What follows belongs to an exercise in optimizing a design on an open flow for small area, a short achievable clock period and few clock cycles per item; a production flow would make more cautious choices.
At most, simulation tests tie the RTL to the original design; equivalence was not proved.
Only the layout flow was run in run 1; the RTL was not checked for function there.

==> flow/design.v, too long to show whole: its modules and the start of the top module <==
// module gf_mul: 412 lines
// module chien_lane: 2172 lines
// module batch_counter: 26 lines
// module scan_ctrl: 33 lines
// module root_serializer: 118 lines
// module chien_search: 97 lines
module chien_search #(
    parameter int LANES = 16,
    parameter int DEPTH = 4
) (
    input  logic                 clk_i,
    input  logic                 rst_ni,
    input  logic                 start_req_i,
    input  logic                 root_ack_i,
    input  logic [119:0]         sigma_i,
    output logic                 start_ack_o,
    output logic                 root_req_o,
    output logic                 done_o,
    output logic [9:0]           root_pos_o,
    output logic [3:0]           root_count_o
);
  // ...
==> flow/run.sh <==
#!/bin/bash
# synth_recipe.tcl (not shown) runs the flow's synth.tcl, then flattens the netlist and writes it again
# the make line also repeats each setting of config.mk as NAME=value (left out here)
make -C /OpenROAD-flow-scripts/flow DESIGN_CONFIG=/design/flow/config.mk WORK_HOME=/design/flow/orfs CLKGATE_MAP_FILE= SYNTH_SCRIPT=/design/flow/synth_recipe.tcl finish
==> flow/config.mk <==
export PLATFORM = sky130hd
export DESIGN_NAME = chien_search
export DESIGN_NICKNAME = chien_search
export VERILOG_FILES = /design/flow/design.v
export SDC_FILE = /design/flow/constraint.sdc
export NUM_CORES = 4
export LEC_CHECK = 0
export CAP_MARGIN = 20
export CORE_MARGIN = 2
export CORE_UTILIZATION = 25
export SETUP_SLACK_MARGIN = 1.5
export SLEW_MARGIN = 20
==> flow/constraint.sdc <==
create_clock -name core_clock -period 5.0 [get_ports {clk_i}]
set_input_delay 1.0000 -clock core_clock [delete_from_list [all_inputs] [get_ports {clk_i}]]
set_output_delay 1.0000 -clock core_clock [all_outputs]
set_load 0.01 [all_outputs]
==> notes.md, run 1 <==
- Measured on the final layout, buffering overhead outside the clock network stands at 0.114.
- The depth of the CTS H-tree is 2.
- The share of synthesized area in the top cell type comes to 0.426.
- The endpoint of the most critical register-to-register path is sum_q[17]$_DFF_P_.
- The number of buffers added for setup after CTS is 37.
- The sequential cell area is 10800 µm².
- The worst setup path is launched from a flop.
- The actual slew at the worst max-slew pin is 1.28 ns.
- The number of setup violations in the final report is 0.
- The area fraction in compound gates after synthesis was 0.0478.
- The clock tree buffer depth is 3.
- The average instance area after synthesis is 9.98 µm².
- The met3 usage is 0.0700.
- The max-slew violation count is 0.
- The total area inside the core boundary comes to 144000 µm².
- After synthesis, the largest family of logic cells by area is XOR/XNOR gates.
- The number of hold violations in the final report is 0.
- Synthesis produced a netlist with a net count of 3775.
- The dominant cell type by count on the critical path is xnor2_1.
- The number of flip-flops and latches is 415.
- The path with the worst hold slack has its endpoint at sbatch_q[4]$_DFFE_PP_.
- The cell with the most instances after synthesis is xnor2_1.
- The worst min-delay path startpoint is u_cnt.cnt_q[4]$_DFFE_PN0P_.
- The routed design uses 104000 µm of met2 wire.
- After layout, the worst setup slack is 1.18 ns.
- The later-pin clock latency in the skew report is 0.76 ns.
- Of the total synthesized cell area, the portion taken by full adders, half adders and majority gates is 0.00677.
- By count the netlist is led by 1761 x xnor2_1, 484 x xor2_1, 234 x edfxtp_1.
- The clock network area share is 0.0404.
- For this run, global-route usage on met2 was measured as 0.479.
- The post-synthesis cell type count is 71.
- The detailed-route DRC error count is 0.
- The count of fill cells added during filler insertion is 14800.
- The final antenna diode count is 5.
- The min-delay analysis places its worst path in the category flop to flop.
- The data required time at the worst endpoint is 5.54 ns.
- The family of cells with the greatest summed delay on the critical path is XOR/XNOR gates.
- The time the worst path needs with I/O delays and setup is 3.82 ns.
- The highest metal layer carrying signal wires in the routed design is met5.
- The flow ran to the end and the layout has no timing, DRC or antenna violations.
- The number of placed instances, taps included is 5814.
- The minimum setup slack after placement is 0.558 ns.
- The area growth from synthesis to layout is 27.8%.
==> module scan_ctrl, before the edit <==
module scan_ctrl (
    input  logic clk_i,
    input  logic rst_ni,
    input  logic start_req_i,
    input  logic room_i,         
    input  logic last_batch_i,
    output logic start_ack_o,
    output logic load_o,
    output logic adv_o
);
    logic ack_q;
    logic run_q;
    assign adv_o  = run_q && room_i;
    assign load_o = start_req_i && !ack_q && (!run_q || (adv_o && last_batch_i));
    always_ff @(posedge clk_i or negedge rst_ni) begin
        if (!rst_ni) begin
            ack_q <= 1'b0;
            run_q <= 1'b0;
        end else begin
            if (load_o) begin
                ack_q <= 1'b1;
            end else if (!start_req_i) begin
                ack_q <= 1'b0;
            end
            if (load_o) begin
                run_q <= 1'b1;
            end else if (adv_o && last_batch_i) begin
                run_q <= 1'b0;
            end
        end
    end
    assign start_ack_o = ack_q;
endmodule
==> module root_serializer, before the edit <==
module root_serializer #(
    parameter int LANES = 16,
    parameter int DEPTH = 4
) (
    input  logic                 clk_i,
    input  logic                 rst_ni,
    input  logic                 sv_i,
    input  logic [10*LANES-1:0]  sum_i,
    input  logic [9-$clog2(LANES):0] batch_i,  
    input  logic                 first_i,      
    input  logic                 last_i,       
    input  logic                 root_ack_i,
    output logic                 room_o,       
    output logic                 root_req_o,
    output logic [9:0]           root_pos_o,
    output logic                 done_o,
    output logic [3:0]           root_count_o
);
    localparam int LW = $clog2(LANES);
    localparam int HW = 10 - LW;
    localparam int DW = $clog2(DEPTH);
    logic [LANES-1:0] zero;
    logic [LANES-1:0] hits;
    logic             push;
    for (genvar m = 0; m < LANES; m++) begin : g_zero
        assign zero[m] = (sum_i[10*m +: 10] == '0);
    end
    assign hits = zero & ~({LANES{first_i}} & {{(LANES/2){1'b0}}, {(LANES/2){1'b1}}})
                       & ~({LANES{last_i}}  & {{(LANES/2){1'b1}}, {(LANES/2){1'b0}}});
    assign push = sv_i && ((zero != '0) || last_i);
    logic [LANES-1:0] qhit_q  [0:DEPTH-1];
    logic [HW-1:0]    qhb_q   [0:DEPTH-1];
    logic             qlast_q [0:DEPTH-1];
    logic             qempty_q [0:DEPTH-1];
    logic [DW-1:0]    wp_q;
    logic [DW-1:0]    rp_q;
    logic [DW:0]      cnt_q;
    logic [LANES-1:0] h;
    logic [HW-1:0]    hb;
    logic             hvalid;
    logic             hempty;
    logic [LANES-1:0] low;
    logic [LW-1:0]    sel;
    logic             pop;
    logic             take;
    logic             launch;
    logic             req_q;
    logic [9:0]       pos_q;
    logic [9:0]       pos_next;
    logic [3:0]       rc_q;
    assign hvalid = (cnt_q != '0);
    assign h      = qhit_q[rp_q];
    assign hb     = qhb_q[rp_q];
    assign hempty = qempty_q[rp_q];
    assign room_o = (cnt_q < (DW+1)'(DEPTH - 1))
                 || ((cnt_q == (DW+1)'(DEPTH - 1)) && (!push || pop))
                 || ((cnt_q == (DW+1)'(DEPTH)) && pop && !push);
    always_comb begin
        sel = '0;
        for (int k = LANES - 1; k >= 0; k--) begin
            if (h[k]) begin
                sel = LW'(k);
            end
        end
    end
    assign low = LANES'(1) << sel;
    assign pos_next = {sel[LW-1] ? hb - 1'b1 : hb, sel[LW-1], ~sel[LW-2:0]};
    assign take   = req_q && root_ack_i;
    assign launch = hvalid && !hempty && !req_q && !root_ack_i;
    assign done_o = hvalid && hempty && qlast_q[rp_q];
    assign pop    = hvalid && hempty;
    always_ff @(posedge clk_i) begin
        for (int e = 0; e < DEPTH; e++) begin
            if (push && wp_q == DW'(e)) begin
                qhit_q[e]   <= hits;
                qhb_q[e]    <= batch_i;
                qlast_q[e]  <= last_i;
                qempty_q[e] <= (hits == '0);
            end else if (take && rp_q == DW'(e)) begin
                qhit_q[e]   <= qhit_q[e] & ~low;
                qempty_q[e] <= ((qhit_q[e] & ~low) == '0);
            end
        end
        if (launch) begin
            pos_q <= pos_next;
        end
    end
    always_ff @(posedge clk_i or negedge rst_ni) begin
        if (!rst_ni) begin
            wp_q  <= '0;
            rp_q  <= '0;
            cnt_q <= '0;
            req_q <= 1'b0;
            rc_q  <= '0;
        end else begin
            if (push) begin
                wp_q <= wp_q + 1'b1;
            end
            if (pop) begin
                rp_q <= rp_q + 1'b1;
            end
            cnt_q <= cnt_q + (DW+1)'(push) - (DW+1)'(pop);
            if (take) begin
                req_q <= 1'b0;
            end else if (launch) begin
                req_q <= 1'b1;
            end
            if (done_o) begin
                rc_q <= '0;
            end else if (take) begin
                rc_q <= rc_q + 1'b1;
            end
        end
    end
    assign root_req_o   = req_q;
    assign root_pos_o   = pos_q;
    assign root_count_o = rc_q;
endmodule
==> module chien_search, before the edit <==
module chien_search #(
    parameter int LANES = 16,
    parameter int DEPTH = 4
) (
    input  logic                 clk_i,
    input  logic                 rst_ni,
    input  logic                 start_req_i,
    input  logic                 root_ack_i,
    input  logic [119:0]         sigma_i,
    output logic                 start_ack_o,
    output logic                 root_req_o,
    output logic                 done_o,
    output logic [9:0]           root_pos_o,
    output logic [3:0]           root_count_o
);
    localparam int CW_LEN = 544;
    localparam int NUM_BATCH = CW_LEN / LANES + 1;
    localparam int LW = $clog2(LANES);
    logic          load;
    logic          adv;
    logic          room;
    logic          first_batch;
    logic          last_batch;
    logic [9-LW:0] batch;
    logic [119:0]        term_q;
    logic [119:0]        term_step;
    logic [10*LANES-1:0] lane_sum;
    logic [10*LANES-1:0] sum_q;
    logic                sv_q;
    logic [9-LW:0]       sbatch_q;
    logic                sfirst_q;
    logic                slast_q;
    scan_ctrl u_ctrl (
        .clk_i        (clk_i),
        .rst_ni       (rst_ni),
        .start_req_i  (start_req_i),
        .room_i       (room),
        .last_batch_i (last_batch),
        .start_ack_o  (start_ack_o),
        .load_o       (load),
        .adv_o        (adv)
    );
    batch_counter #(.NUM_BATCH(NUM_BATCH), .BW(10-LW)) u_cnt (
        .clk_i         (clk_i),
        .rst_ni        (rst_ni),
        .load_i        (load),
        .advance_i     (adv),
        .batch_o       (batch),
        .first_batch_o (first_batch),
        .last_batch_o  (last_batch)
    );
    gf_mul u_step (
        .t_i (term_q),
        .p_o (term_step)
    );
    always_ff @(posedge clk_i) begin
        if (load) begin
            term_q <= sigma_i;
        end else if (adv) begin
            term_q <= term_step;
        end
    end
    chien_lane u_lanes (
        .t_i   (term_q),
        .sum_o (lane_sum)
    );
    always_ff @(posedge clk_i) begin
        sum_q <= lane_sum;
        if (adv) begin
            sbatch_q <= batch;
            sfirst_q <= first_batch;
            slast_q  <= last_batch;
        end
    end
    always_ff @(posedge clk_i or negedge rst_ni) begin
        if (!rst_ni) begin
            sv_q <= 1'b0;
        end else begin
            sv_q <= adv;
        end
    end
    root_serializer #(.LANES(LANES), .DEPTH(DEPTH)) u_ser (
        .clk_i        (clk_i),
        .rst_ni       (rst_ni),
        .sv_i         (sv_q),
        .sum_i        (sum_q),
        .batch_i      (sbatch_q),
        .first_i      (sfirst_q),
        .last_i       (slast_q),
        .root_ack_i   (root_ack_i),
        .room_o       (room),
        .root_req_o   (root_req_o),
        .root_pos_o   (root_pos_o),
        .done_o       (done_o),
        .root_count_o (root_count_o)
    );
endmodule
==> inputs of run 2 (changes only) <==
--- a/flow/design.v
+++ b/flow/design.v
@@ -409,17 +409,17 @@
     assign p_o[116] = x[398];
     assign p_o[117] = x[400];
     assign p_o[118] = x[402];
     assign p_o[119] = x[405];
 endmodule
 `timescale 1ns/10ps
 module chien_lane (
     input  logic [119:0]  t_i,
-    output logic [159:0]  sum_o
+    output logic [15:0]   zero_o
 );
     logic [2125:120] x;
     assign x[120] = t_i[1] ^ t_i[101];
     assign x[121] = t_i[11] ^ t_i[111];
     assign x[122] = t_i[4] ^ t_i[104];
     assign x[123] = t_i[2] ^ t_i[102];
     assign x[124] = t_i[3] ^ t_i[103];
     assign x[125] = t_i[14] ^ t_i[114];
@@ -2418,176 +2418,32 @@
     assign x[2118] = x[488] ^ x[2112];
     assign x[2119] = x[2113] ^ x[2114];
     assign x[2120] = x[2115] ^ x[667];
     assign x[2121] = x[546] ^ x[2116];
     assign x[2122] = x[2117] ^ x[2118];
     assign x[2123] = x[2119] ^ x[2120];
     assign x[2124] = x[2121] ^ x[2122];
     assign x[2125] = x[2123] ^ x[2124];
-    assign sum_o[0] = x[724];
-    assign sum_o[1] = x[736];
-    assign sum_o[2] = x[750];
-    assign sum_o[3] = x[761];
-    assign sum_o[4] = x[772];
-    assign sum_o[5] = x[785];
-    assign sum_o[6] = x[798];
-    assign sum_o[7] = x[814];
-    assign sum_o[8] = x[825];
-    assign sum_o[9] = x[836];
-    assign sum_o[10] = x[849];
-    assign sum_o[11] = x[861];
-    assign sum_o[12] = x[878];
-    assign sum_o[13] = x[890];
-    assign sum_o[14] = x[903];
-    assign sum_o[15] = x[915];
-    assign sum_o[16] = x[925];
-    assign sum_o[17] = x[940];
-    assign sum_o[18] = x[951];
-    assign sum_o[19] = x[968];
-    assign sum_o[20] = x[979];
-    assign sum_o[21] = x[989];
-    assign sum_o[22] = x[1000];
-    assign sum_o[23] = x[1010];
-    assign sum_o[24] = x[1022];
-    assign sum_o[25] = x[1033];
-    assign sum_o[26] = x[1043];
-    assign sum_o[27] = x[1053];
-    assign sum_o[28] = x[1063];
-    assign sum_o[29] = x[1075];
-    assign sum_o[30] = x[1082];
-    assign sum_o[31] = x[1092];
-    assign sum_o[32] = x[1100];
-    assign sum_o[33] = x[1107];
-    assign sum_o[34] = x[1119];
-    assign sum_o[35] = x[1128];
-    assign sum_o[36] = x[1138];
-    assign sum_o[37] = x[1148];
-    assign sum_o[38] = x[1158];
-    assign sum_o[39] = x[1170];
-    assign sum_o[40] = x[1178];
-    assign sum_o[41] = x[1187];
-    assign sum_o[42] = x[1195];
-    assign sum_o[43] = x[1205];
-    assign sum_o[44] = x[1213];
-    assign sum_o[45] = x[1223];
-    assign sum_o[46] = x[1230];
-    assign sum_o[47] = x[1240];
-    assign sum_o[48] = x[1247];
-    assign sum_o[49] = x[1254];
-    assign sum_o[50] = x[1262];
-    assign sum_o[51] = x[1269];
-    assign sum_o[52] = x[1275];
-    assign sum_o[53] = x[1281];
-    assign sum_o[54] = x[1289];
-    assign sum_o[55] = x[1297];
-    assign sum_o[56] = x[1305];
-    assign sum_o[57] = x[1313];
-    assign sum_o[58] = x[1321];
-    assign sum_o[59] = x[1329];
-    assign sum_o[60] = x[1336];
-    assign sum_o[61] = x[1341];
-    assign sum_o[62] = x[1347];
-    assign sum_o[63] = x[1353];
-    assign sum_o[64] = x[1360];
-    assign sum_o[65] = x[1367];
-    assign sum_o[66] = x[1372];
-    assign sum_o[67] = x[1378];
-    assign sum_o[68] = x[1385];
-    assign sum_o[69] = x[1393];
-    assign sum_o[70] = x[1399];
-    assign sum_o[71] = x[1405];
-    assign sum_o[72] = x[1409];
-    assign sum_o[73] = x[1414];
-    assign sum_o[74] = x[1419];
-    assign sum_o[75] = x[1424];
-    assign sum_o[76] = x[1430];
-    assign sum_o[77] = x[1435];
-    assign sum_o[78] = x[1440];
-    assign sum_o[79] = x[1444];
-    assign sum_o[80] = x[1449];
-    assign sum_o[81] = x[1456];
-    assign sum_o[82] = x[1463];
-    assign sum_o[83] = x[1466];
-    assign sum_o[84] = x[1470];
-    assign sum_o[85] = x[1474];
-    assign sum_o[86] = x[1478];
-    assign sum_o[87] = x[1483];
-    assign sum_o[88] = x[1486];
-    assign sum_o[89] = x[1491];
-    assign sum_o[90] = x[1498];
-    assign sum_o[91] = x[1504];
-    assign sum_o[92] = x[1509];
-    assign sum_o[93] = x[1516];
-    assign sum_o[94] = x[1521];
-    assign sum_o[95] = x[1527];
-    assign sum_o[96] = x[1534];
-    assign sum_o[97] = x[1541];
-    assign sum_o[98] = x[1547];
-    assign sum_o[99] = x[1553];
-    assign sum_o[100] = x[1560];
-    assign sum_o[101] = x[1565];
-    assign sum_o[102] = x[1572];
-    assign sum_o[103] = x[1578];
-    assign sum_o[104] = x[1584];
-    assign sum_o[105] = x[1590];
-    assign sum_o[106] = x[1597];
-    assign sum_o[107] = x[1605];
-    assign sum_o[108] = x[1614];
-    assign sum_o[109] = x[1621];
-    assign sum_o[110] = x[1630];
-    assign sum_o[111] = x[1637];
-    assign sum_o[112] = x[1645];
-    assign sum_o[113] = x[1653];
-    assign sum_o[114] = x[1659];
-    assign sum_o[115] = x[1667];
-    assign sum_o[116] = x[1675];
-    assign sum_o[117] = x[1682];
-    assign sum_o[118] = x[1690];
-    assign sum_o[119] = x[1697];
-    assign sum_o[120] = x[1705];
-    assign sum_o[121] = x[1717];
-    assign sum_o[122] = x[1726];
-    assign sum_o[123] = x[1736];
-    assign sum_o[124] = x[1744];
-    assign sum_o[125] = x[1756];
-    assign sum_o[126] = x[1765];
-    assign sum_o[127] = x[1773];
-    assign sum_o[128] = x[1779];
-    assign sum_o[129] = x[1790];
-    assign sum_o[130] = x[1800];
-    assign sum_o[131] = x[1809];
-    assign sum_o[132] = x[1822];
-    assign sum_o[133] = x[1831];
-    assign sum_o[134] = x[1841];
-    assign sum_o[135] = x[1852];
-    assign sum_o[136] = x[1862];
-    assign sum_o[137] = x[1871];
-    assign sum_o[138] = x[1883];
-    assign sum_o[139] = x[1892];
-    assign sum_o[140] = x[1904];
-    assign sum_o[141] = x[1914];
-    assign sum_o[142] = x[1923];
-    assign sum_o[143] = x[1935];
-    assign sum_o[144] = x[1948];
-    assign sum_o[145] = x[1959];
-    assign sum_o[146] = x[1969];
-    assign sum_o[147] = x[1979];
-    assign sum_o[148] = x[1989];
-    assign sum_o[149] = x[1999];
-    assign sum_o[150] = x[2011];
-    assign sum_o[151] = x[2024];
-    assign sum_o[152] = x[2037];
-    assign sum_o[153] = x[2050];
-    assign sum_o[154] = x[2061];
-    assign sum_o[155] = x[2074];
-    assign sum_o[156] = x[2086];
-    assign sum_o[157] = x[2097];
-    assign sum_o[158] = x[2109];
-    assign sum_o[159] = x[2125];
+    assign zero_o[0] = ~(x[724] | x[736] | x[750] | x[761] | x[772] | x[785] | x[798] | x[814] | x[825] | x[836]);
+    assign zero_o[1] = ~(x[849] | x[861] | x[878] | x[890] | x[903] | x[915] | x[925] | x[940] | x[951] | x[968]);
+    assign zero_o[2] = ~(x[979] | x[989] | x[1000] | x[1010] | x[1022] | x[1033] | x[1043] | x[1053] | x[1063] | x[1075]);
+    assign zero_o[3] = ~(x[1082] | x[1092] | x[1100] | x[1107] | x[1119] | x[1128] | x[1138] | x[1148] | x[1158] | x[1170]);
+    assign zero_o[4] = ~(x[1178] | x[1187] | x[1195] | x[1205] | x[1213] | x[1223] | x[1230] | x[1240] | x[1247] | x[1254]);
+    assign zero_o[5] = ~(x[1262] | x[1269] | x[1275] | x[1281] | x[1289] | x[1297] | x[1305] | x[1313] | x[1321] | x[1329]);
+    assign zero_o[6] = ~(x[1336] | x[1341] | x[1347] | x[1353] | x[1360] | x[1367] | x[1372] | x[1378] | x[1385] | x[1393]);
+    assign zero_o[7] = ~(x[1399] | x[1405] | x[1409] | x[1414] | x[1419] | x[1424] | x[1430] | x[1435] | x[1440] | x[1444]);
+    assign zero_o[8] = ~(x[1449] | x[1456] | x[1463] | x[1466] | x[1470] | x[1474] | x[1478] | x[1483] | x[1486] | x[1491]);
+    assign zero_o[9] = ~(x[1498] | x[1504] | x[1509] | x[1516] | x[1521] | x[1527] | x[1534] | x[1541] | x[1547] | x[1553]);
+    assign zero_o[10] = ~(x[1560] | x[1565] | x[1572] | x[1578] | x[1584] | x[1590] | x[1597] | x[1605] | x[1614] | x[1621]);
+    assign zero_o[11] = ~(x[1630] | x[1637] | x[1645] | x[1653] | x[1659] | x[1667] | x[1675] | x[1682] | x[1690] | x[1697]);
+    assign zero_o[12] = ~(x[1705] | x[1717] | x[1726] | x[1736] | x[1744] | x[1756] | x[1765] | x[1773] | x[1779] | x[1790]);
+    assign zero_o[13] = ~(x[1800] | x[1809] | x[1822] | x[1831] | x[1841] | x[1852] | x[1862] | x[1871] | x[1883] | x[1892]);
+    assign zero_o[14] = ~(x[1904] | x[1914] | x[1923] | x[1935] | x[1948] | x[1959] | x[1969] | x[1979] | x[1989] | x[1999]);
+    assign zero_o[15] = ~(x[2011] | x[2024] | x[2037] | x[2050] | x[2061] | x[2074] | x[2086] | x[2097] | x[2109] | x[2125]);
 endmodule
 `timescale 1ns/10ps
 module batch_counter #(
     parameter int NUM_BATCH = 34,
     parameter int BW        = 6
 ) (
     input  logic       clk_i,
     input  logic       rst_ni,
@@ -2611,25 +2467,26 @@
     assign first_batch_o = (cnt_q == BW'(NUM_BATCH - 1));
     assign last_batch_o  = (cnt_q == '0);
 endmodule
 `timescale 1ns/10ps
 module scan_ctrl (
     input  logic clk_i,
     input  logic rst_ni,
     input  logic start_req_i,
-    input  logic room_i,         
+    input  logic free_i,         
     input  logic last_batch_i,
     output logic start_ack_o,
     output logic load_o,
-    output logic adv_o
+    output logic adv_o,
+    output logic run_o
 );
     logic ack_q;
     logic run_q;
-    assign adv_o  = run_q && room_i;
+    assign adv_o  = run_q && free_i;
     assign load_o = start_req_i && !ack_q && (!run_q || (adv_o && last_batch_i));
     always_ff @(posedge clk_i or negedge rst_ni) begin
         if (!rst_ni) begin
             ack_q <= 1'b0;
             run_q <= 1'b0;
         end else begin
             if (load_o) begin
                 ack_q <= 1'b1;
@@ -2639,103 +2496,107 @@
             if (load_o) begin
                 run_q <= 1'b1;
             end else if (adv_o && last_batch_i) begin
                 run_q <= 1'b0;
             end
         end
     end
     assign start_ack_o = ack_q;
+    assign run_o       = run_q;
 endmodule
 `timescale 1ns/10ps
 module root_serializer #(
     parameter int LANES = 16,
     parameter int DEPTH = 4
 ) (
     input  logic                 clk_i,
     input  logic                 rst_ni,
-    input  logic                 sv_i,
-    input  logic [10*LANES-1:0]  sum_i,
+    input  logic                 adv_i,        
+    input  logic [LANES-1:0]     zero_i,
     input  logic [9-$clog2(LANES):0] batch_i,  
     input  logic                 first_i,      
     input  logic                 last_i,       
     input  logic                 root_ack_i,
-    output logic                 room_o,       
+    output logic                 free_o,
     output logic                 root_req_o,
     output logic [9:0]           root_pos_o,
     output logic                 done_o,
     output logic [3:0]           root_count_o
 );
     localparam int LW = $clog2(LANES);
     localparam int HW = 10 - LW;
     localparam int DW = $clog2(DEPTH);
-    logic [LANES-1:0] zero;
-    logic [LANES-1:0] hits;
-    logic             push;
-    for (genvar m = 0; m < LANES; m++) begin : g_zero
-        assign zero[m] = (sum_i[10*m +: 10] == '0);
-    end
-    assign hits = zero & ~({LANES{first_i}} & {{(LANES/2){1'b0}}, {(LANES/2){1'b1}}})
-                       & ~({LANES{last_i}}  & {{(LANES/2){1'b1}}, {(LANES/2){1'b0}}});
-    assign push = sv_i && ((zero != '0) || last_i);
-    logic [LANES-1:0] qhit_q  [0:DEPTH-1];
-    logic [HW-1:0]    qhb_q   [0:DEPTH-1];
-    logic             qlast_q [0:DEPTH-1];
-    logic             qempty_q [0:DEPTH-1];
-    logic [DW-1:0]    wp_q;
-    logic [DW-1:0]    rp_q;
-    logic [DW:0]      cnt_q;
-    logic [LANES-1:0] h;
-    logic [HW-1:0]    hb;
-    logic             hvalid;
-    logic             hempty;
+    logic [LANES-1:0] hit_q;
+    logic [HW-1:0]    hb_q;
+    logic             hlast_q;
+    logic             mpend_q;
     logic [LANES-1:0] low;
     logic [LW-1:0]    sel;
-    logic             pop;
-    logic             take;
-    logic             launch;
-    logic             req_q;
-    logic [9:0]       pos_q;
-    logic [9:0]       pos_next;
-    logic [3:0]       rc_q;
-    assign hvalid = (cnt_q != '0);
-    assign h      = qhit_q[rp_q];
-    assign hb     = qhb_q[rp_q];
-    assign hempty = qempty_q[rp_q];
-    assign room_o = (cnt_q < (DW+1)'(DEPTH - 1))
-                 || ((cnt_q == (DW+1)'(DEPTH - 1)) && (!push || pop))
-                 || ((cnt_q == (DW+1)'(DEPTH)) && pop && !push);
+    logic             push_root;
+    logic             push;
+    logic             full;
+    logic [10:0]      push_data;
+    logic [LANES-1:0] hit_after;
+    logic             mpend_after;
     always_comb begin
         sel = '0;
         for (int k = LANES - 1; k >= 0; k--) begin
-            if (h[k]) begin
+            if (hit_q[k]) begin
                 sel = LW'(k);
             end
         end
     end
-    assign low = LANES'(1) << sel;
-    assign pos_next = {sel[LW-1] ? hb - 1'b1 : hb, sel[LW-1], ~sel[LW-2:0]};
-    assign take   = req_q && root_ack_i;
-    assign launch = hvalid && !hempty && !req_q && !root_ack_i;
-    assign done_o = hvalid && hempty && qlast_q[rp_q];
-    assign pop    = hvalid && hempty;
-    always_ff @(posedge clk_i) begin
-        for (int e = 0; e < DEPTH; e++) begin
-            if (push && wp_q == DW'(e)) begin
-                qhit_q[e]   <= hits;
-                qhb_q[e]    <= batch_i;
-                qlast_q[e]  <= last_i;
-                qempty_q[e] <= (hits == '0);
-            end else if (take && rp_q == DW'(e)) begin
-                qhit_q[e]   <= qhit_q[e] & ~low;
-                qempty_q[e] <= ((qhit_q[e] & ~low) == '0);
+    assign low = hit_q & ~(hit_q - 1'b1);
+    assign push_root   = !mpend_q && (hit_q != '0);
+    assign push        = (mpend_q || (hit_q != '0)) && !full;
+    assign push_data   = mpend_q ? {1'b1, 10'd0}
+                       : {1'b0, sel[LW-1] ? hb_q - 1'b1 : hb_q, sel[LW-1], ~sel[LW-2:0]};
+    assign hit_after   = (push && push_root) ? (hit_q & ~low) : hit_q;
+    assign mpend_after = mpend_q && !push;
+    assign free_o      = (hit_after == '0) && !mpend_after;
+    always_ff @(posedge clk_i or negedge rst_ni) begin
+        if (!rst_ni) begin
+            hit_q   <= '0;
+            hlast_q <= 1'b0;
+            mpend_q <= 1'b0;
+        end else begin
+            mpend_q <= mpend_after || (hlast_q && hit_after == '0);
+            if (adv_i) begin
+                hit_q   <= zero_i & ~({LANES{first_i}} & {{(LANES/2){1'b0}}, {(LANES/2){1'b1}}})
+                                  & ~({LANES{last_i}}  & {{(LANES/2){1'b1}}, {(LANES/2){1'b0}}});
+                hlast_q <= last_i;
+            end else begin
+                hit_q   <= hit_after;
+                hlast_q <= hlast_q && (hit_after != '0);
             end
         end
-        if (launch) begin
-            pos_q <= pos_next;
+    end
+    always_ff @(posedge clk_i) begin
+        if (adv_i) begin
+            hb_q <= batch_i;
+        end
+    end
+    logic [10:0]   mem_q [0:DEPTH-1];
+    logic [DW-1:0] wp_q;
+    logic [DW-1:0] rp_q;
+    logic [DW:0]   cnt_q;
+    logic [10:0]   head;
+    logic          hvalid;
+    logic          pop;
+    logic          req_q;
+    logic [3:0]    rc_q;
+    assign full   = (cnt_q == (DW+1)'(DEPTH));
+    assign hvalid = (cnt_q != '0);
+    assign head   = mem_q[rp_q];
+    assign done_o = hvalid && head[10];
+    assign pop    = done_o || (req_q && root_ack_i);
+    always_ff @(posedge clk_i) begin
+        if (push) begin
+            mem_q[wp_q] <= push_data;
         end
     end
     always_ff @(posedge clk_i or negedge rst_ni) begin
         if (!rst_ni) begin
             wp_q  <= '0;
             rp_q  <= '0;
             cnt_q <= '0;
             req_q <= 1'b0;
@@ -2743,30 +2604,32 @@
         end else begin
             if (push) begin
                 wp_q <= wp_q + 1'b1;
             end
             if (pop) begin
                 rp_q <= rp_q + 1'b1;
             end
             cnt_q <= cnt_q + (DW+1)'(push) - (DW+1)'(pop);
-            if (take) begin
-                req_q <= 1'b0;
-            end else if (launch) begin
+            if (req_q) begin
+                if (root_ack_i) begin
+                    req_q <= 1'b0;
+                end
+            end else if (hvalid && !head[10] && !root_ack_i) begin
                 req_q <= 1'b1;
             end
             if (done_o) begin
                 rc_q <= '0;
-            end else if (take) begin
+            end else if (req_q && root_ack_i) begin
                 rc_q <= rc_q + 1'b1;
             end
         end
     end
     assign root_req_o   = req_q;
-    assign root_pos_o   = pos_q;
+    assign root_pos_o   = head[9:0];
     assign root_count_o = rc_q;
 endmodule
 `timescale 1ns/10ps
 module chien_search #(
     parameter int LANES = 16,
     parameter int DEPTH = 4
 ) (
     input  logic                 clk_i,
@@ -2778,87 +2641,69 @@
     output logic                 root_req_o,
     output logic                 done_o,
     output logic [9:0]           root_pos_o,
     output logic [3:0]           root_count_o
 );
     localparam int CW_LEN = 544;
     localparam int NUM_BATCH = CW_LEN / LANES + 1;
     localparam int LW = $clog2(LANES);
-    logic          load;
-    logic          adv;
-    logic          room;
-    logic          first_batch;
-    logic          last_batch;
+    logic       load;
+    logic       adv;
+    logic       run;
+    logic       free;
+    logic       first_batch;
+    logic       last_batch;
     logic [9-LW:0] batch;
-    logic [119:0]        term_q;
-    logic [119:0]        term_step;
-    logic [10*LANES-1:0] lane_sum;
-    logic [10*LANES-1:0] sum_q;
-    logic                sv_q;
-    logic [9-LW:0]       sbatch_q;
-    logic                sfirst_q;
-    logic                slast_q;
+    logic [119:0]     term_q;
+    logic [119:0]     term_step;
+    logic [LANES-1:0] zero_vec;
     scan_ctrl u_ctrl (
         .clk_i        (clk_i),
         .rst_ni       (rst_ni),
         .start_req_i  (start_req_i),
-        .room_i       (room),
+        .free_i       (free),
         .last_batch_i (last_batch),
         .start_ack_o  (start_ack_o),
         .load_o       (load),
-        .adv_o        (adv)
+        .adv_o        (adv),
+        .run_o        (run)
     );
     batch_counter #(.NUM_BATCH(NUM_BATCH), .BW(10-LW)) u_cnt (
-        .clk_i         (clk_i),
-        .rst_ni        (rst_ni),
-        .load_i        (load),
-        .advance_i     (adv),
+        .clk_i        (clk_i),
+        .rst_ni       (rst_ni),
+        .load_i       (load),
+        .advance_i    (adv),
         .batch_o       (batch),
         .first_batch_o (first_batch),
         .last_batch_o  (last_batch)
     );
     gf_mul u_step (
         .t_i (term_q),
         .p_o (term_step)
     );
     always_ff @(posedge clk_i) begin
         if (load) begin
             term_q <= sigma_i;
         end else if (adv) begin
             term_q <= term_step;
         end
     end
     chien_lane u_lanes (
-        .t_i   (term_q),
-        .sum_o (lane_sum)
+        .t_i    (term_q),
+        .zero_o (zero_vec)
     );
-    always_ff @(posedge clk_i) begin
-        sum_q <= lane_sum;
-        if (adv) begin
-            sbatch_q <= batch;
-            sfirst_q <= first_batch;
-            slast_q  <= last_batch;
-        end
-    end
-    always_ff @(posedge clk_i or negedge rst_ni) begin
-        if (!rst_ni) begin
-            sv_q <= 1'b0;
-        end else begin
-            sv_q <= adv;
-        end
-    end
     root_serializer #(.LANES(LANES), .DEPTH(DEPTH)) u_ser (
         .clk_i        (clk_i),
         .rst_ni       (rst_ni),
-        .sv_i         (sv_q),
-        .sum_i        (sum_q),
-        .batch_i      (sbatch_q),
-        .first_i      (sfirst_q),
-        .last_i       (slast_q),
+        .adv_i        (adv),
+        .zero_i       (zero_vec),
+        .batch_i      (batch),
+        .first_i      (first_batch),
+        .last_i       (last_batch),
         .root_ack_i   (root_ack_i),
-        .room_o       (room),
+        .free_o       (free),
         .root_req_o   (root_req_o),
         .root_pos_o   (root_pos_o),
         .done_o       (done_o),
         .root_count_o (root_count_o)
     );
 endmodule
==> flow/config.mk (replaced) <==
export PLATFORM = sky130hd
export DESIGN_NAME = chien_search
export DESIGN_NICKNAME = chien_search
export VERILOG_FILES = /design/flow/design.v
export SDC_FILE = /design/flow/constraint.sdc
export NUM_CORES = 4
export LEC_CHECK = 0
export CAP_MARGIN = 20
export CORE_MARGIN = 2
export CORE_UTILIZATION = 25
export SLEW_MARGIN = 20
==> notes.md, run 2 <==
- The via count of the first global-routing pass came to 25500 (was 29500).
- The start-to-end type of the worst setup path is flop to flop (unchanged).
- The number of rows created at floorplan is 126 (was 139).
- The data required time at the worst endpoint is 5.51 ns (was 5.54 ns).
- The minimum setup slack among reg-to-reg paths is 0.44 ns (was 1.18 ns).
- The number of buffers added for setup after CTS is 0 (was 37).
- The sequential-to-total area share from yosys stat came to 0.204 (was 0.297).
- The root buffer cell was clkbuf_16 (unchanged).
- The post-synthesis mux area share is 0.00869 (was 0.0123).
- The async set or reset register ratio after synthesis is 0.183 (was 0.0506).
- The final cycle utilization of the critical path is 0.912 (was 0.763).
- The peak clock frequency supported by timing is 219 MHz (was 262 MHz).
- The data arrival at the endpoint of the critical path is 5.07 ns (was 4.36 ns).
- The routed wirelength normalized by instance count is 38.8 µm (was 40.1 µm).
- The sequential cell area was 6060 µm² (was 10800 µm²).
- The synthesized-area fraction occupied by and/or/nand/nor cells came to 0.0519 (was 0.0553).
- The overflow left after global routing is 0 (unchanged).
- The count of state elements after synthesis was 208 (was 415).
- The die outline height is 349 µm (was 385 µm).
- The largest register by flop count is term_q (was sum_q).
- The number of I/O pins is 141 (unchanged).
- The area used by multi-input combinational logic came to 23200 µm² (was 25900 µm²).
- The logic depth of the worst register-to-register path was 13 (was 5).
- The average instance area after synthesis came to 9.52 µm² (was 9.98 µm²).
- The post-synthesis share of cell area spent on xor and xnor gates is 0.675 (was 0.555).
- The post-route cell area is 37400 µm² (was 46300 µm²).
- The endpoint of the most critical register-to-register path is u_ser.hit_q[1]$_DFF_PN0_ (was sum_q[17]$_DFF_P_).
- The count of maximum capacitance violations came to 0 (unchanged).
- The number of antenna violations at the first check in global routing is 5 (was 12).
- The post-synthesis cell type count is 60 (was 71).
- The termination of the worst setup path is u_ser.hit_q[1]$_DFF_PN0_ (was sum_q[17]$_DFF_P_).
- Largest regs: term_q (120), u_ser.mem_q (44), u_ser.hit_q (16) (was sum_q (160), term_q (120), u_ser.qhit_q (64)).
- Run status: no timing/DRC/antenna violations (unchanged).
- The violation count after the first detailed-routing iteration was 3577 (was 3595).
- The flip-flop cell with the highest count after synthesis is edfxtp_1 (unchanged).
- The worst hold slack came to 0.500 ns (was 0.501 ns).
- The TritonCTS buffer count is 27 (was 53).
- Commonest non-fill, non-tap cells in the layout: 1658 x xnor2_1, 507 x xor2_1, 500 x buf_4 (was 1708 x xnor2_1, 465 x xor2_1, 386 x buf_4).
- The initial standard-cell utilization of the core is 0.252 (about the same).
- Setup repair after global routing missed its margin: no (was yes).
- The clock-pin transition on the worst setup and hold timing paths is 0.07 ns (was 0.06 ns).
- The non-filler instance count after layout came to 5188 (was 6020).
- The net count after synthesis was 3251 (was 3775).
- The fraction of the mapped netlist area in adder cells came to 0.00489 (was 0.00677).
- The number of cells produced by synthesis is 3116 (was 3632).
- The routed via count divided by cell count was 4.97 (was 5.02).
- The portion of synthesized cell area occupied by the leading cell type is 0.497 (was 0.426).
- The global-route wire length before repair is 256000 µm (was 303000 µm).
- The number of enable flip-flop cells after synthesis is 170 (was 234).
- The end-of-flow core utilization is 0.317 (was 0.322).
- The actual slew at the worst max-slew pin is 1.24 ns (was 1.28 ns).
- The clock skew after layout is 0.0510 ns (was 0.0656 ns).
- The post-cts hold buffer count is 0 (unchanged).
- The area fraction in compound gates after synthesis was 0.0271 (was 0.0478).
- The die area is 121000 µm² (was 148000 µm²).
- The met3 usage is 0.0720 (was 0.0700).
- The detailed-route DRC error count is 0 (unchanged).
- The endpoint type of the worst setup path is a flop (unchanged).
- The detailed-router iteration count before antenna repair was 5 (was 6).
- The final weighted congestion of routability-driven global placement is 1.14 (was 1.06).
- The fraction of final layout cells with drive strength greater than 1 was 0.175 (was 0.184).
- The maximum net fanout on the critical path came to 8 (was 7).
- The final-stage net count was 3764 (was 4210).
- The max-slew violation count is 0 (unchanged).
- The width of the chip is 349 µm (was 385 µm).
- The launching point of the worst reg2reg path is term_q[46]$_DFFE_PP_ (was term_q[40]$_DFFE_PP_).
- The count of fill cells added during filler insertion is 12400 (was 14800).
- The total vias in the final route is 25800 (was 30200).
- The routed wire length is 201000 µm (was 242000 µm).
- The combined area of all synthesized cells was 29700 µm² (was 36200 µm²).
- The total clock sinks is 208 (was 415).
- The path type of the worst min-delay path is flop to flop (unchanged).
- The combinational family with the most area after synthesis was XOR/XNOR gates (unchanged).
- The number of placed instances, taps included is 5136 (was 5814).
- The leading area contributor after synthesis is xnor2_1 (unchanged).
- The total cell area at the placement stage was 36400 µm² (was 42500 µm²).
- The number of flip-flops in the largest register is 120 (was 160).
- The global router's overall resource usage was 0.324 (was 0.317).
- The number of hold violations in the final report came to 0 (unchanged).
- The later-pin clock latency in the skew report came to 0.63 ns (was 0.76 ns).
- The worst setup path startpoint is term_q[46]$_DFFE_PP_ (was term_q[40]$_DFFE_PP_).
- The number of antenna-violating nets in the routed design is 0 (unchanged).
- The minimum setup slack after placement came to 0.611 ns (was 0.558 ns).
- The pin count of the biggest net entering global routing is 103 (was 59).
- The most used routing layer in global routing is met2 (unchanged).
- The worst path setup slack after routing came to 0.442 ns (was 1.18 ns).
- The area inside the core boundary was 118000 µm² (was 144000 µm²).
- The number of setup violations in the final report is 0 (unchanged).
- The depth of the CTS H-tree is 1 (was 2).
- The number of warnings reported in the yosys synthesis log was 4 (was 8).
- The sum of negative setup slack is 0 ns (unchanged).
- The cell with the most instances after synthesis is xnor2_1 (unchanged).
- The clock tree buffer depth came to 3 (unchanged).
- The total of cells resized after clock tree synthesis is 0 (was 78).
- The nature of the critical path startpoint is a flop (unchanged).
- The worst relative slew slack came to 0.170 (was 0.148).
- The met1 track demand over resource is 0.410 (was 0.387).
- Most used standard cells in the synthesized netlist: 1684 x xnor2_1, 516 x xor2_1, 170 x edfxtp_1 (was 1761 x xnor2_1, 484 x xor2_1, 234 x edfxtp_1).
- The most common cell after layout, fill and taps aside is xnor2_1 (unchanged).
- The TritonCTS clock tree is done (unchanged).
- The number of I/O port buffers is 140 (unchanged).
- The area growth from synthesis to layout is 25.9% (was 27.8%).
- The met2 track utilization from global routing is 0.469 (was 0.479).
- The sum of net half-perimeters after detailed placement is 171000 µm (was 195000 µm).
- The time the worst path needs with I/O delays and setup came to 4.56 ns (was 3.82 ns).
- Synth top area cells: xnor2_1 50%, edfxtp_1 17%, xor2_1 15%, dfrtp_1 3.2%, buf_2 1.6% (was xnor2_1 43%, edfxtp_1 19%, xor2_1 12%, dfxtp_1 8.8%, nand3_1 1.7%).
run 2: worst min path at each step:
stage          slack [ns]  depth (start not counted)                      end                     from
3_5_place_dp         0.48                          1  u_ser.hlast_q$_DFF_PN0_  u_ser.hlast_q$_DFF_PN0_
5_1_grt              0.52                          1  u_ser.hlast_q$_DFF_PN0_  u_ser.hlast_q$_DFF_PN0_
2_1_floorplan        0.45                          1  u_ser.hlast_q$_DFF_PN0_  u_ser.hlast_q$_DFF_PN0_
6_report             0.50                          1  u_ser.hlast_q$_DFF_PN0_  u_ser.hlast_q$_DFF_PN0_
3_3_place_gp         0.46                          1  u_ser.hlast_q$_DFF_PN0_  u_ser.hlast_q$_DFF_PN0_
4_1_cts              0.50                          1  u_ser.hlast_q$_DFF_PN0_  u_ser.hlast_q$_DFF_PN0_
run 2: cell families after synthesis:
group	count (synthesis)
flip-flops	208
XOR/XNOR	2239
adder cells (fa/ha/maj)	11
multiplexers	12
AND/OR/NAND/NOR	328
AO/OA/AOI/OAI	140
buffers and inverters	178
run 2: area by class of cell:
class	count	share of cell area
inverters	19	0.00211
clock buffers	33	0.0187
diodes	2	0.000134
well taps	1536	0.0514
repair buffers	643	0.139
multi-input cells	2730	0.620
clock inverters	17	0.00656
flip-flops and latches	208	0.162
run 2: routing by layer:
metal,vias to the layer above,part of all wire,wire [µm]
met3,541,0.097,19500
met5,-,0.00013,27
met4,4,0.10,20500
met1,12700,0.40,79600
met2,1731,0.41,81700
li1,10800,-,-
run 2: worst max-delay path, cell delays in order (launching register included):
cell	delay, ns
edfxtp_1	0.76
xor2_1	0.23
buf_4	0.21
xnor2_1	0.90
buf_4	0.31
xnor2_1	0.10
xnor2_1	0.37
xnor2_1	0.17
buf_4	0.16
xnor2_1	0.24
nor4_1	0.53
buf_4	0.19
nand4_1	0.10
o21ai_1	0.14
Testbench counts of run 2, summed over its fixed seeds: cycles 9,269, items 256.
==> inputs of run 3 (changes only) <==
--- a/flow/config.mk
+++ b/flow/config.mk
@@ -10,2 +10,3 @@
 export CORE_UTILIZATION = 25
+export SETUP_SLACK_MARGIN = 1.0
 export SLEW_MARGIN = 20
==> notes.md, run 3 <==
- Run status: no timing/DRC/antenna violations (unchanged).
- The sequential-to-total area share from yosys stat is 0.204 (unchanged).
- The final weighted congestion of routability-driven global placement is 1.12 (was 1.14).
- The number of placed instances, taps included is 5171 (was 5136).
- Most used standard cells in the synthesized netlist: 1684 x xnor2_1, 516 x xor2_1, 170 x edfxtp_1 (unchanged).
- The minimum setup slack among reg-to-reg paths came to 0.90 ns (was 0.44 ns).
- The area fraction in compound gates after synthesis is 0.0271 (unchanged).
- The clock-pin transition on the worst setup and hold timing paths came to 0.06 ns (was 0.07 ns).
- The number of warnings reported in the yosys synthesis log is 4 (unchanged).
- The combined area of all synthesized cells is 29700 µm² (unchanged).
- The count of state elements after synthesis came to 208 (unchanged).
- The die area came to 121000 µm² (unchanged).
- The flip-flop cell with the highest count after synthesis is edfxtp_1 (unchanged).
- The async set or reset register ratio after synthesis came to 0.183 (unchanged).
- The total vias in the final route is 25900 (was 25800).
- The actual slew at the worst max-slew pin is 1.19 ns (was 1.24 ns).
- The number of I/O pins is 141 (unchanged).
- The most common cell after layout, fill and taps aside was xnor2_1 (unchanged).
- Synth top area cells: xnor2_1 50%, edfxtp_1 17%, xor2_1 15%, dfrtp_1 3.2%, buf_2 1.6% (unchanged).
- The fraction of final layout cells with drive strength greater than 1 is 0.189 (was 0.175).
- The clock skew after layout came to 0.0555 ns (was 0.0510 ns).
- The clock tree buffer depth is 3 (unchanged).
- The root buffer cell is clkbuf_16 (unchanged).
- The TritonCTS buffer count was 27 (unchanged).
- The number of enable flip-flop cells after synthesis is 170 (unchanged).
- The maximum net fanout on the critical path came to 5 (was 8).
- The number of antenna-violating nets in the routed design was 0 (unchanged).
- The area inside the core boundary is 118000 µm² (unchanged).
- The number of flip-flops in the largest register is 120 (unchanged).
- The routed wirelength normalized by instance count was 40.3 µm (was 38.8 µm).
- The initial standard-cell utilization of the core is 0.252 (unchanged).
- The detailed-route DRC error count is 0 (unchanged).
- The post-synthesis cell type count is 60 (unchanged).
- The routed via count divided by cell count is 4.96 (was 4.97).
- The sequential cell area is 6060 µm² (unchanged).
- The violation count after the first detailed-routing iteration was 3450 (was 3577).
- The overflow left after global routing is 0 (unchanged).
- The total clock sinks is 208 (unchanged).
- The die outline height is 349 µm (unchanged).
- The combinational family with the most area after synthesis is XOR/XNOR gates (unchanged).
- The area growth from synthesis to layout is 27.8% (was 25.9%).
- The TritonCTS clock tree is done (unchanged).
- The cell with the most instances after synthesis is xnor2_1 (unchanged).
- The number of hold violations in the final report was 0 (unchanged).
- The global-route wire length before repair is 266000 µm (was 256000 µm).
- The number of I/O port buffers is 140 (unchanged).
- The sum of net half-perimeters after detailed placement is 179000 µm (was 171000 µm).
- The number of antenna violations at the first check in global routing was 5 (unchanged).
- The leading area contributor after synthesis is xnor2_1 (unchanged).
- The nature of the critical path startpoint is a flop (unchanged).
- The later-pin clock latency in the skew report was 0.62 ns (was 0.63 ns).
- The time the worst path needs with I/O delays and setup is 4.10 ns (was 4.56 ns).
- The depth of the CTS H-tree was 1 (unchanged).
- The data required time at the worst endpoint is 5.47 ns (was 5.51 ns).
- The path type of the worst min-delay path was flop to flop (unchanged).
- The post-cts hold buffer count is 0 (unchanged).
- The post-synthesis mux area share is 0.00869 (unchanged).
- The endpoint type of the worst setup path is a flop (unchanged).
- Setup repair after global routing missed its margin: yes (was no).
- The number of rows created at floorplan is 126 (unchanged).
- The via count of the first global-routing pass came to 25500 (about the same).
- The worst hold slack is 0.493 ns (was 0.500 ns).
- The detailed-router iteration count before antenna repair is 6 (was 5).
- The max-slew violation count is 0 (unchanged).
- The number of cells produced by synthesis was 3116 (unchanged).
- The peak clock frequency supported by timing is 244 MHz (was 219 MHz).
- The synthesized-area fraction occupied by and/or/nand/nor cells is 0.0519 (unchanged).
- The global router's overall resource usage is 0.340 (was 0.324).
- The count of fill cells added during filler insertion is 12500 (was 12400).
- The number of setup violations in the final report was 0 (unchanged).
- The pin count of the biggest net entering global routing is 60 (was 103).
- The start-to-end type of the worst setup path is flop to flop (unchanged).
- The area used by multi-input combinational logic came to 23300 µm² (was 23200 µm²).
- The fraction of the mapped netlist area in adder cells was 0.00489 (unchanged).
- The non-filler instance count after layout is 5232 (was 5188).
- The net count after synthesis is 3251 (unchanged).
- The portion of synthesized cell area occupied by the leading cell type is 0.497 (unchanged).
- The count of maximum capacitance violations is 0 (unchanged).
- The final-stage net count is 3806 (was 3764).
- The post-synthesis share of cell area spent on xor and xnor gates came to 0.675 (unchanged).
- The width of the chip was 349 µm (unchanged).
- The data arrival at the endpoint of the critical path is 4.57 ns (was 5.07 ns).
- The largest register by flop count is term_q (unchanged).
- Largest regs: term_q (120), u_ser.mem_q (44), u_ser.hit_q (16) (unchanged).
- The sum of negative setup slack is 0 ns (unchanged).
- Commonest non-fill, non-tap cells in the layout: 1647 x xnor2_1, 530 x buf_4, 499 x xor2_1 (was 1658 x xnor2_1, 507 x xor2_1, 500 x buf_4).
- The average instance area after synthesis is 9.52 µm² (unchanged).
- The worst relative slew slack is 0.206 (was 0.170).
- The routed wire length is 211000 µm (was 201000 µm).
- The final cycle utilization of the critical path is 0.821 (was 0.912).
run 3: metrics by stage:
stage                     worst slack [ns]  area (µm²)   util
after floorplan                       1.27       29700      -
after global placement               0.599       36800  0.312
after detailed placement             0.737       36900  0.313
after CTS                             1.01       37800  0.321
after global routing                 0.980       37900  0.322
final                                0.897       37900  0.322
run 3: layout make-up:
class | instances | area share
inverter | 19 | 0.00244
tap | 1536 | 0.0507
antenna | 5 | 0.000330
clock inverter | 12 | 0.00333
clock buffer | 37 | 0.0191
sequential | 208 | 0.160
timing repair buffer | 684 | 0.149
multi-input combinational | 2731 | 0.615
run 3: critical path: stages, from the launching register on:
cell and delay [ns]:
edfxtp_1 0.49, xor2_2 0.98, buf_4 0.30, xnor2_1 0.31, xnor2_1 0.17, xnor2_1 0.57, xnor2_1 0.17, xnor2_1 0.20
nor4_1 0.30, nand3_1 0.14, o41ai_2 0.31
run 3: cell families after synthesis:
| kind of cell | after synthesis |
|---|---|
| xor+xnor | 2239 |
| simple gates | 328 |
| flops | 208 |
| buf+inv | 178 |
| compound gates | 140 |
| mux | 12 |
| fa+ha+maj | 11 |
run 3: worst paths after layout:
path	start	end	depth (start not counted)
max	term_q[35]$_DFFE_PP_	u_ser.hit_q[14]$_DFF_PN0_	10
min	u_ser.hlast_q$_DFF_PN0_	u_ser.hlast_q$_DFF_PN0_	1
max reg2reg	term_q[35]$_DFFE_PP_	u_ser.hit_q[14]$_DFF_PN0_	10
min reg2reg	u_ser.hlast_q$_DFF_PN0_	u_ser.hlast_q$_DFF_PN0_	1
max in group asynchronous	rst_ni	u_ser.hit_q[0]$_DFF_PN0_	1
min in group asynchronous	rst_ni	u_ser.wp_q[1]$_DFFE_PN0P_	1
run 3: layer usage:
metal | vias up | share of wire | track usage
met5 | - | 0.00026 | 0
met4 | 8 | 0.092 | 0.251
met3 | 533 | 0.088 | 0.0799
met2 | 1701 | 0.42 | 0.511
met1 | 12800 | 0.40 | 0.423
li1 | 10900 | - | -
run 3: what timing repair did:
item	CTS	global route
resized for setup	7	10
endpoints found under the setup margin	78	171
pin swaps	2	1
gates cloned	1	0
setup buffers	4	2
==> inputs of run 4 (changes only) <==
--- a/flow/config.mk
+++ b/flow/config.mk
@@ -10,3 +10,3 @@
 export CORE_UTILIZATION = 25
-export SETUP_SLACK_MARGIN = 1.0
+export GPL_TIMING_DRIVEN = 0
 export SLEW_MARGIN = 20
==> notes.md, run 4 <==
- The count of fill cells added during filler insertion is 12300 (was 12500).
- The number of cells produced by synthesis is 3116 (unchanged).
- The path type of the worst min-delay path is input port to asynchronous set/reset pin (was flop to flop).
- The area fraction in compound gates after synthesis was 0.0271 (unchanged).
- The number of rows created at floorplan was 126 (unchanged).
- The final cycle utilization of the critical path is 1.04 (was 0.821).
- The portion of synthesized cell area occupied by the leading cell type came to 0.497 (unchanged).
- The fraction of the mapped netlist area in adder cells came to 0.00489 (unchanged).
- The die area is 121000 µm² (unchanged).
- The worst setup path startpoint is term_q[46]$_DFFE_PP_ (was term_q[35]$_DFFE_PP_).
- The max-slew violation count is 0 (unchanged).
- Run status: complete, but fails checks (was no timing/DRC/antenna violations).
- The total clock sinks was 208 (unchanged).
- The detailed-router iteration count before antenna repair is 7 (was 6).
- The peak clock frequency supported by timing is 193 MHz (was 244 MHz).
- The data arrival at the endpoint of the critical path was 5.66 ns (was 4.57 ns).
- The clock-pin transition on the worst setup and hold timing paths is 0.07 ns (was 0.06 ns).
- The number of setup violations in the final report is 4 (was 0).
- Most used standard cells in the synthesized netlist: 1684 x xnor2_1, 516 x xor2_1, 170 x edfxtp_1 (unchanged).
- The average instance area after synthesis is 9.52 µm² (unchanged).
- The minimum setup slack after placement is -0.483 ns (was 0.737 ns).
- The final-stage net count is 3521 (was 3806).
- The largest register by flop count is term_q (unchanged).
- The number of I/O port buffers was 140 (unchanged).
- The number of flip-flops in the largest register is 120 (unchanged).
- The final weighted congestion of routability-driven global placement is 1.08 (was 1.12).
- The worst relative slew slack was 0.186 (was 0.206).
- The total vias in the final route is 24600 (was 25900).
- The routed wirelength normalized by instance count is 42.6 µm (was 40.3 µm).
- The overflow left after global routing is 0 (unchanged).
- The net count after synthesis is 3251 (unchanged).
- The TritonCTS clock tree is done (unchanged).
- The clock skew after layout is 0.0438 ns (was 0.0555 ns).
- Largest regs: term_q (120), u_ser.mem_q (44), u_ser.hit_q (16) (unchanged).
- The actual slew at the worst max-slew pin is 1.21 ns (was 1.19 ns).
- The global-route wire length before repair was 263000 µm (was 266000 µm).
- The root buffer cell was clkbuf_16 (unchanged).
- Synth top area cells: xnor2_1 50%, edfxtp_1 17%, xor2_1 15%, dfrtp_1 3.2%, buf_2 1.6% (unchanged).
- The number of hold violations in the final report is 0 (unchanged).
- The number of I/O pins came to 141 (unchanged).
- The sum of net half-perimeters after detailed placement is 174000 µm (was 179000 µm).
- The via count of the first global-routing pass is 23900 (was 25500).
- The number of antenna violations at the first check in global routing is 5 (unchanged).
- The routed via count divided by cell count is 4.98 (was 4.96).
- The worst path setup slack after routing is -0.177 ns (was 0.897 ns).
- The depth of the CTS H-tree is 1 (unchanged).
- The global router's overall resource usage is 0.339 (was 0.340).
- The routed wire length is 210000 µm (was 211000 µm).
- The area used by multi-input combinational logic was 24100 µm² (was 23300 µm²).
- The start-to-end type of the worst setup path is flop to flop (unchanged).
- The number of enable flip-flop cells after synthesis is 170 (unchanged).
- The TritonCTS buffer count was 26 (was 27).
- The combinational family with the most area after synthesis is XOR/XNOR gates (unchanged).
- The time the worst path needs with I/O delays and setup came to 5.18 ns (was 4.10 ns).
- The layout checks failed on negative setup slack.
- The post-synthesis mux area share came to 0.00869 (unchanged).
- The worst hold slack is 0.257 ns (was 0.493 ns).
- The width of the chip is 349 µm (unchanged).
- The endpoint type of the worst setup path is a flop (unchanged).
- The post-synthesis cell type count is 60 (unchanged).
- The die outline height is 349 µm (unchanged).
- The fraction of final layout cells with drive strength greater than 1 is 0.135 (was 0.189).
- The sequential-to-total area share from yosys stat is 0.204 (unchanged).
- Commonest non-fill, non-tap cells in the layout: 1605 x xnor2_1, 476 x xor2_1, 170 x edfxtp_1 (was 1647 x xnor2_1, 530 x buf_4, 499 x xor2_1).
- The pin count of the biggest net entering global routing is 80 (was 60).
- The area growth from synthesis to layout is 24.1% (was 27.8%).
- The combined area of all synthesized cells came to 29700 µm² (unchanged).
- The final antenna diode count was 0 (was 5).
- The most common cell after layout, fill and taps aside is xnor2_1 (unchanged).
- The async set or reset register ratio after synthesis is 0.183 (unchanged).
- The clock tree buffer depth was 3 (unchanged).
- The flip-flop cell with the highest count after synthesis is edfxtp_1 (unchanged).
- The post-synthesis share of cell area spent on xor and xnor gates is 0.675 (unchanged).
- The cell with the most instances after synthesis is xnor2_1 (unchanged).
- The number of warnings reported in the yosys synthesis log is 4 (unchanged).
- The sequential cell area is 6060 µm² (unchanged).
- The initial standard-cell utilization of the core is 0.252 (unchanged).
- The synthesized-area fraction occupied by and/or/nand/nor cells was 0.0519 (unchanged).
- The count of state elements after synthesis is 208 (unchanged).
- The nature of the critical path startpoint is a flop (unchanged).
- The maximum net fanout on the critical path is 10 (was 5).
- The data required time at the worst endpoint is 5.48 ns (was 5.47 ns).
- The later-pin clock latency in the skew report is 0.62 ns (about the same).
- The leading area contributor after synthesis is xnor2_1 (unchanged).
- The area inside the core boundary was 118000 µm² (unchanged).
- Setup repair after global routing missed its margin: no (was yes).
- The number of antenna-violating nets in the routed design is 0 (unchanged).
- The count of maximum capacitance violations is 0 (unchanged).
- The launching point of the worst reg2reg path was term_q[46]$_DFFE_PP_ (was term_q[35]$_DFFE_PP_).
- The violation count after the first detailed-routing iteration was 3119 (was 3450).
- The detailed-route DRC error count is 0 (unchanged).
- The post-cts hold buffer count is 0 (unchanged).
[run 4: cell counts after synthesis]
No cell type changed its count.
[run 4: cell families (layout without fill, tap and decap cells)]
kind of cell,count (synthesis),after routing
fa+ha+maj,11,11
compound gates,140,140
simple gates,328,328
buf+inv,178,465
flops,208,208
mux,12,12
xor+xnor,2239,2239
[run 4: area by class of cell]
class	count	area share
plain buffers	157	0.0220
clock buffers	34	0.0196
clock inverters	11	0.00221
inverters	19	0.00207
multi-input cells	2730	0.654
flip-flops and latches	208	0.164
well taps	1536	0.0522
repair buffers	244	0.0835
[run 4: worst max-delay path, stage by stage, from the launching register on]
cell and delay, ns:
edfxtp_1 0.31, buf_2 0.53, xor2_4 0.34, xnor2_1 1.03
xnor2_1 0.22, xnor2_1 0.96, xnor2_1 0.21, xnor2_1 0.81
nand4_1 0.29, o31ai_1 0.32
[run 4: worst paths after layout]
| path | end | slack (ns) | cells past startpoint |
|---|---|---|---|
| worst max-delay path | u_ser.hit_q[15]$_DFF_PN0_ | -0.18 | 9 |
| worst min-delay path | u_cnt.cnt_q[2]$_DFFE_PN0P_ | 0.26 | 1 |
| worst max register to register | u_ser.hit_q[15]$_DFF_PN0_ | -0.18 | 9 |
| worst min register to register | u_ser.hlast_q$_DFF_PN0_ | 0.48 | 1 |
| max in group asynchronous | u_ser.rp_q[0]$_DFFE_PN0N_ | 4.29 | 2 |
| min in group core_clock | u_ser.hlast_q$_DFF_PN0_ | 0.48 | 1 |
[run 4: repair_timing]
action	in CTS	in global routing
resized for setup	5	3
pin swaps	2	1
gates cloned	0	1
setup endpoints to repair	83	80
buffers inserted	4	4
[run 4: metrics by stage]
stage | TNS, ns | util | cells | cell area (µm²)
floorplan | 0 | - | 3116 | 29700
global placement | -217.54 | 0.280 | 4792 | 33000
detailed placement | -35.79 | 0.304 | 4886 | 35900
CTS | 0 | 0.312 | 4934 | 36700
global route | 0 | 0.312 | 4939 | 36800
finish | -0.210 | 0.312 | 4939 | 36800
[run 4: metal layers]
metal / GRT usage / routed length (µm) / vias up
li1: - / - / 10300
met1: 0.430 / 84300 / 12300
met2: 0.522 / 90500 / 1553
met3: 0.0645 / 17500 / 466
met4: 0.228 / 17900 / 4
met5: 0 / 27 / -
==> inputs of run 5 (changes only) <==
--- a/flow/config.mk
+++ b/flow/config.mk
@@ -10,3 +10,3 @@
 export CORE_UTILIZATION = 25
-export GPL_TIMING_DRIVEN = 0
+export SETUP_SLACK_MARGIN = 2.0
 export SLEW_MARGIN = 20
==> notes.md, run 5 <==
- Run status: no timing/DRC/antenna violations (was complete, but fails checks).
- The sequential-to-total area share from yosys stat is 0.204 (unchanged).
- The clock skew after layout is 0.0779 ns (was 0.0438 ns).
- The later-pin clock latency in the skew report came to 0.66 ns (was 0.62 ns).
- Commonest non-fill, non-tap cells in the layout: 1448 x xnor2_1, 650 x buf_4, 405 x xor2_1 (was 1605 x xnor2_1, 476 x xor2_1, 170 x edfxtp_1).
- The portion of synthesized cell area occupied by the leading cell type is 0.497 (unchanged).
- The actual slew at the worst max-slew pin is 0.968 ns (was 1.21 ns).
- The leading area contributor after synthesis is xnor2_1 (unchanged).
- The number of placed instances, taps included is 5139 (was 4886).
- The number of setup violations in the final report is 0 (was 4).
- The most common cell after layout, fill and taps aside is xnor2_1 (unchanged).
- Largest regs: term_q (120), u_ser.mem_q (44), u_ser.hit_q (16) (unchanged).
- The worst relative slew slack is 0.354 (was 0.186).
- The cell with the biggest individual delay on the critical path is edfxtp_1 (was xnor2_1).
- The endpoint type of the worst setup path is a flop (unchanged).
- The path type of the worst min-delay path is flop to flop (was input port to asynchronous set/reset pin).
- The pin count of the biggest net entering global routing is 68 (was 80).
- The number of enable flip-flop cells after synthesis is 170 (unchanged).
- The number of antenna-violating nets in the routed design is 0 (unchanged).
- The routed wire length came to 219000 µm (was 210000 µm).
- The largest register by flop count is term_q (unchanged).
- The nature of the critical path startpoint was a flop (unchanged).
- The time the worst path needs with I/O delays and setup was 3.64 ns (was 5.18 ns).
- The number of I/O port buffers is 140 (unchanged).
- The routed via count divided by cell count is 5.04 (was 4.98).
- The count of maximum capacitance violations is 0 (unchanged).
- The die area is 121000 µm² (unchanged).
- The area inside the core boundary was 118000 µm² (unchanged).
- The number of rows created at floorplan is 126 (unchanged).
- Setup repair after global routing missed its margin: yes (was no).
- The count of state elements after synthesis is 208 (unchanged).
- Worst path cell trace: buf_4, xnor2_1, xnor2_1, xnor2_1, xnor2_1, xnor2_1, xnor2_1, nor4_2, buf_4, nand4b_1, o21ai_0 (was buf_2, xor2_4, xnor2_1, xnor2_1, xnor2_1, xnor2_1, xnor2_1, nand4_1, o31ai_1).
- The total clock sinks was 208 (unchanged).
- The width of the chip is 349 µm (unchanged).
- The max-slew violation count was 0 (unchanged).
- The number of antenna violations at the first check in global routing came to 5 (unchanged).
- The number of cells produced by synthesis was 3116 (unchanged).
- The start-to-end type of the worst setup path is flop to flop (unchanged).
- The largest stage delay on the critical path was 0.60 ns (was 1.03 ns).
- The overflow left after global routing is 0 (unchanged).
- The number of flip-flops in the largest register is 120 (unchanged).
- The number of warnings reported in the yosys synthesis log is 4 (unchanged).
- The maximum net fanout on the critical path is 5 (was 10).
- The peak clock frequency supported by timing is 275 MHz (was 193 MHz).
- The dominant cell type by count on the critical path is xnor2_1 (unchanged).
==> run 5: cells by family after synthesis <==
| logic type | synth area share |
|---|---|
| AND/OR/NAND/NOR | 0.0519 |
| buffers and inverters | 0.0288 |
| adder cells (fa/ha/maj) | 0.00489 |
| flip-flops | 0.204 |
| XOR/XNOR | 0.675 |
| multiplexers | 0.00869 |
| AO/OA/AOI/OAI | 0.0271 |
==> run 5: area by class of cell <==
| type | count | area [µm²] | share of cell area |
|---|---|---|---|
| Sequential cell | 208 | 6070 | 0.135 |
| Inverter | 19 | 100 | 0.00222 |
| Clock inverter | 16 | 140 | 0.00311 |
| Antenna cell | 3 | 7.51 | 0.000167 |
| Tap cell | 1536 | 1920 | 0.0427 |
| Clock buffer | 33 | 729 | 0.0162 |
| Timing Repair inverter | 3 | 41.3 | 0.000917 |
| Multi-Input combinational cell | 2734 | 27100 | 0.601 |
| Timing Repair Buffer | 957 | 8980 | 0.199 |
==> run 5: worst paths after layout <==
path / start / end / slack (ns) / cells after the start
setup reg to reg: term_q[43]$_DFFE_PP_ / u_ser.hit_q[0]$_DFF_PN0_ / 1.36 / 11
setup / recovery: term_q[43]$_DFFE_PP_ / u_ser.hit_q[0]$_DFF_PN0_ / 1.36 / 11
max in group asynchronous: rst_ni / u_ser.rp_q[0]$_DFFE_PN0N_ / 3.72 / 1
hold / removal: u_ser.hlast_q$_DFF_PN0_ / u_ser.hlast_q$_DFF_PN0_ / 0.49 / 1
min in group asynchronous: rst_ni / u_ser.mpend_q$_DFF_PN0_ / 0.56 / 1
hold reg to reg: u_ser.hlast_q$_DFF_PN0_ / u_ser.hlast_q$_DFF_PN0_ / 0.49 / 1
==> run 5: through the flow <==
stage          area, µm²  setup slack, ns  utilization
6_report           45000             1.36        0.382
2_1_floorplan      29800             1.53            -
3_5_place_dp       36500            0.682        0.310
4_1_cts            43200             1.54        0.367
3_3_place_gp       36500            0.624        0.309
5_1_grt            45000             1.34        0.382
==> run 5: critical path, delay by kind of cell, from the launching register on <==
family,cells,cell delay (ns)
simple gates,2,0.67
compound gates,1,0.13
buf+inv,2,0.49
xor+xnor,6,1.60
flops,1,0.60
==> run 5: timing repair <==
item	4_1_cts	5_1_grt
hold buffers	0	0
pin swaps	59	49
buffers inserted	220	79
hold endpoints to repair	0	0
setup endpoints to repair	283	274
resized for setup	538	175
cloned	14	5
==> run 5: layer usage <==
metal	GRT usage	wire length (µm)	part of all wire	vias up
li1	-	-	-	11400
met1	0.427	82300	0.38	13800
met2	0.514	90500	0.41	1859
met3	0.105	23900	0.11	672
met4	0.285	21900	0.10	4
met5	0	26	0.00012	-

re-timing with driven ports:
No port has a modelled driver above. Below, the same layouts with a new extraction and two added sets of constraints.
Step 1 (the two cells are an assumption about what drives the block):
set clk [get_ports {clk_i}]
set_driving_cell -lib_cell sky130_fd_sc_hd__clkbuf_16 $clk
set_driving_cell -lib_cell sky130_fd_sc_hd__buf_2 [delete_from_list [all_inputs] $clk]
Step 2 adds t to the input delays and takes it off the output delays; t is the mean of the earliest and latest rising clock arrival at the registers after step 1. Input paths then give back, and output paths get back, about the clock's delay inside the block.
Three values: ideal, step 1, step 2; two values: the first two.
run	t, ns	setup slack, ns	worst setup path after step 2
run 1	0.805	1.183 / 1.183 / 1.183	register to register
run 2	0.676	0.442 / 0.442 / 0.442	register to register
run 3	0.669	0.897 / 0.897 / 0.897	register to register
run 4	0.668	-0.177 / -0.177 / -0.177	register to register
run 5	0.694	1.358 / 1.358 / 1.358	register to register
